Source: an optimization exercise on an open RTL-to-GDS flow (aim: small area). Production flows keep margins and buffers that such runs may drop.
The RTL was checked by simulation tests, not by an equivalence proof against the original design. The clock port is modelled as an ideal driver; clocking choices that lean on that would not hold on a real chip.

==> flow/design.v <==
package ahbl_pkg;
  localparam logic [1:0] HTRANS_IDLE = 2'd0;
  localparam logic [1:0] HTRANS_BUSY = 2'd1;
  localparam logic [1:0] HTRANS_NSEQ = 2'd2;
  localparam logic [1:0] HTRANS_SEQ  = 2'd3;
  localparam logic [2:0] HSIZE_BYTE  = 3'd0;
  localparam logic [2:0] HSIZE_HALF  = 3'd1;
  localparam logic [2:0] HSIZE_WORD  = 3'd2;
  localparam logic [2:0] HSIZE_DWORD = 3'd3;
  localparam logic HRESP_OKAY  = 1'b0;
  localparam logic HRESP_ERROR = 1'b1;
  localparam logic [7:0] LFSR_TAPS = 8'hB8;
  localparam logic [7:0] LFSR_SEED = 8'h01;
  typedef enum logic [1:0] {S_IDLE, S_WAIT, S_ERR1, S_ERR2} sram_state_t;
endpackage
module ahbl_sram_responder
#(
  parameter int W_ADDR    = 32,
  parameter int W_DATA    = 32,
  parameter int DEPTH     = 64,
  parameter int NSEQ_WAIT = 1,
  parameter int SEQ_WAIT  = 0
) (
  input  logic              clk,
  input  logic              rst,
  output logic              ahbls_hready_resp,
  input  logic              ahbls_hready,
  output logic              ahbls_hresp,
  input  logic [W_ADDR-1:0] ahbls_haddr,
  input  logic              ahbls_hwrite,
  input  logic [1:0]        ahbls_htrans,
  input  logic [2:0]        ahbls_hsize,
  input  logic [2:0]        ahbls_hburst,
  input  logic [3:0]        ahbls_hprot,
  input  logic              ahbls_hmastlock,
  input  logic [W_DATA-1:0] ahbls_hwdata,
  output logic [W_DATA-1:0] ahbls_hrdata
);
  localparam int BYTES = W_DATA / 8;
  localparam int OFF_W = $clog2(BYTES);
  localparam int IDX_W = $clog2(DEPTH);
  localparam logic [W_ADDR-1:0] MEM_BYTES = W_ADDR'(DEPTH * BYTES);
  logic                    r_wait;    
  logic                    r_err;     
  logic [IDX_W-1:0]        r_idx;     
  logic [BYTES-1:0]        r_wstrb;   
  logic [DEPTH*W_DATA-1:0] r_mem;     
  logic                    w_xfer, w_cap, w_in_range;
  logic [BYTES-1:0]        w_strb, w_we;
  logic [DEPTH-1:0]        w_sel;
  logic [W_DATA-1:0]       w_wd;
  logic [DEPTH*BYTES-1:0]  w_keep;
  assign ahbls_hready_resp = !r_wait;
  assign ahbls_hresp       = r_err;
  assign w_xfer     = !r_wait && ahbls_hready;
  assign w_cap      = ahbls_htrans[1];
  assign w_in_range = ahbls_haddr < MEM_BYTES;
  always_comb
    for (int b = 0; b < BYTES; b++)
      w_strb[b] = (32'(b) >> ahbls_hsize) == (32'(ahbls_haddr[OFF_W-1:0]) >> ahbls_hsize);
  assign w_we = (!rst && w_xfer) ? r_wstrb : '0;
  always_ff @(posedge clk) begin
    if (rst) begin
      r_wait  <= 1'b0;
      r_err   <= 1'b0;
      r_wstrb <= '0;
    end else begin
      r_wait <= w_xfer && w_cap && (!w_in_range || !ahbls_htrans[0]);
      if (w_xfer) begin
        r_err   <= w_cap && !w_in_range;
        r_wstrb <= (w_cap && w_in_range && ahbls_hwrite) ? w_strb : '0;
      end
    end
  end
  always_ff @(posedge clk)
    if (w_xfer) r_idx <= ahbls_haddr[OFF_W +: IDX_W];
  always_comb begin
    for (int w = 0; w < DEPTH; w++)
      w_sel[w] = r_idx == IDX_W'(w);
    for (int i = 0; i < W_DATA; i++)
      w_wd[i] = ahbls_hwdata[i] && w_we[i/8];
    for (int w = 0; w < DEPTH; w++)
      for (int b = 0; b < BYTES; b++)
        w_keep[w*BYTES+b] = !(w_sel[w] && w_we[b]);
  end
  logic [DEPTH*W_DATA-1:0] w_mem_nxt;
  for (genvar w = 0; w < DEPTH; w++) begin : g_word
    for (genvar i = 0; i < W_DATA; i++) begin : g_bit
      ahbl_sram_bit_next u_next (
        .i_q    (r_mem[w*W_DATA+i]),
        .i_keep (w_keep[w*BYTES+i/8]),
        .i_sel  (w_sel[w]),
        .i_wd   (w_wd[i]),
        .o_d    (w_mem_nxt[w*W_DATA+i])
      );
    end
  end
  always_ff @(posedge clk) r_mem <= w_mem_nxt;
  for (genvar i = 0; i < W_DATA; i++) begin : g_rd
    logic [DEPTH-1:0] w_col;
    for (genvar w = 0; w < DEPTH; w++) begin : g_col
      assign w_col[w] = r_mem[w*W_DATA+i];
    end
    ahbl_sram_read_bit #(.DEPTH(DEPTH)) u_rd (
      .i_sel  (w_sel),
      .i_col  (w_col),
      .o_data (ahbls_hrdata[i])
    );
  end
endmodule
module ahbl_sram_bit_next (
  input  logic i_q,
  input  logic i_keep,
  input  logic i_sel,
  input  logic i_wd,
  output logic o_d
);
  assign o_d = (i_q && i_keep) || (i_wd && i_sel);
endmodule
module ahbl_sram_aoi3 (
  input  logic [2:0] i_sel,
  input  logic [2:0] i_dat,
  output logic       o_n
);
  assign o_n = !(|(i_sel & i_dat));
endmodule
module ahbl_sram_read_bit
#(
  parameter int DEPTH = 64
) (
  input  logic [DEPTH-1:0] i_sel,
  input  logic [DEPTH-1:0] i_col,
  output logic             o_data
);
  localparam int NG = DEPTH / 3;
  localparam int NR = DEPTH - 3*NG;
  logic [NG-1:0] w_n;
  for (genvar g = 0; g < NG; g++) begin : g_grp
    ahbl_sram_aoi3 u_aoi (
      .i_sel (i_sel[3*g +: 3]),
      .i_dat (i_col[3*g +: 3]),
      .o_n   (w_n[g])
    );
  end
  if (NR > 0) begin : g_rest
    assign o_data = !(&w_n) || |(i_sel[DEPTH-1 -: NR] & i_col[DEPTH-1 -: NR]);
  end else begin : g_norest
    assign o_data = !(&w_n);
  end
endmodule
make LEC_CHECK=0 CAP_MARGIN=20 CORE_MARGIN=2 CORE_UTILIZATION=70 CTS_CLUSTER_DIAMETER=60 CTS_CLUSTER_SIZE=30 SLEW_MARGIN=20 SYNTH_HIERARCHICAL=1 finish   # period 6.0 ns
run.sh (not shown) runs the stock make flow with config.mk's settings and CLKGATE_MAP_FILE= SYNTH_SCRIPT=/design/flow/synth_recipe.tcl, a recipe that flattens the netlist after the stock synthesis.
Next try:
==> flow/flow/run.sh (new file) <==
#!/bin/bash
# Layout flow: the standard ORFS flow (standard.sh), unchanged synthesis,
# with two changes: clock tree synthesis builds larger sink clusters without
# dummy loads, and the port buffers use the smallest buffer cell.
set -euo pipefail
export CTS_ARGS="-sink_clustering_enable -repair_clock_nets -dont_use_dummy_load -sink_clustering_size 30 -sink_clustering_max_diameter 100"
export BUFFER_PORTS_ARGS="-buffer_cell sky130_fd_sc_hd__buf_1"
bash standard.sh > standard_flow.log 2>&1
==> flow/standard.sh (new file) <==
#!/bin/bash
# synth_recipe.tcl (not shown) runs the flow's synth.tcl, then flattens the netlist and writes it again
# the make line also repeats each setting of config.mk as NAME=value (left out here)
make -C /OpenROAD-flow-scripts/flow DESIGN_CONFIG=/design/flow/config.mk WORK_HOME=/design/flow/orfs CLKGATE_MAP_FILE= SYNTH_SCRIPT=/design/flow/synth_recipe.tcl "${@:-finish}"
CORE_UTILIZATION = 80   (was 70)
CTS_CLUSTER_DIAMETER = unset   (was 60)
CTS_CLUSTER_SIZE = unset   (was 30)
removed: flow/run.sh
Via count grows slightly. First-iteration DRC count grows by a quarter to a third. Global-route usage grows by 5.3 points.

-- afterwards: timing with drivers on the ports --
In the flow no input, the clock included, has a driving cell. The finished layouts below were timed again as built, in two steps. Step 1, drivers: a clkbuf_16 drives clk and a buf_2 each remaining input, both assumed. Step 2 also shifts input and output timing later by t, the mid clock arrival at the registers, as if the neighbouring blocks saw the same clock. Three values: ideal, step 1, step 2; two values: the first two.
run | shift t [ns] | slack for setup (ns) | worst hold slack (ns) | clock arrival spread, ns | cell pins on the clock port's net
the first run | 0.808 | 0.006 / -0.068 / 0.741 | 0.490 / 0.490 / 0.490 | 0.033 / 0.033 | 1
the second run | 0.738 | 0.103 / 0.031 / 0.769 | 0.493 / 0.493 / 0.493 | 0.050 / 0.049 | 1
After both steps setup and hold are still met in every run listed.
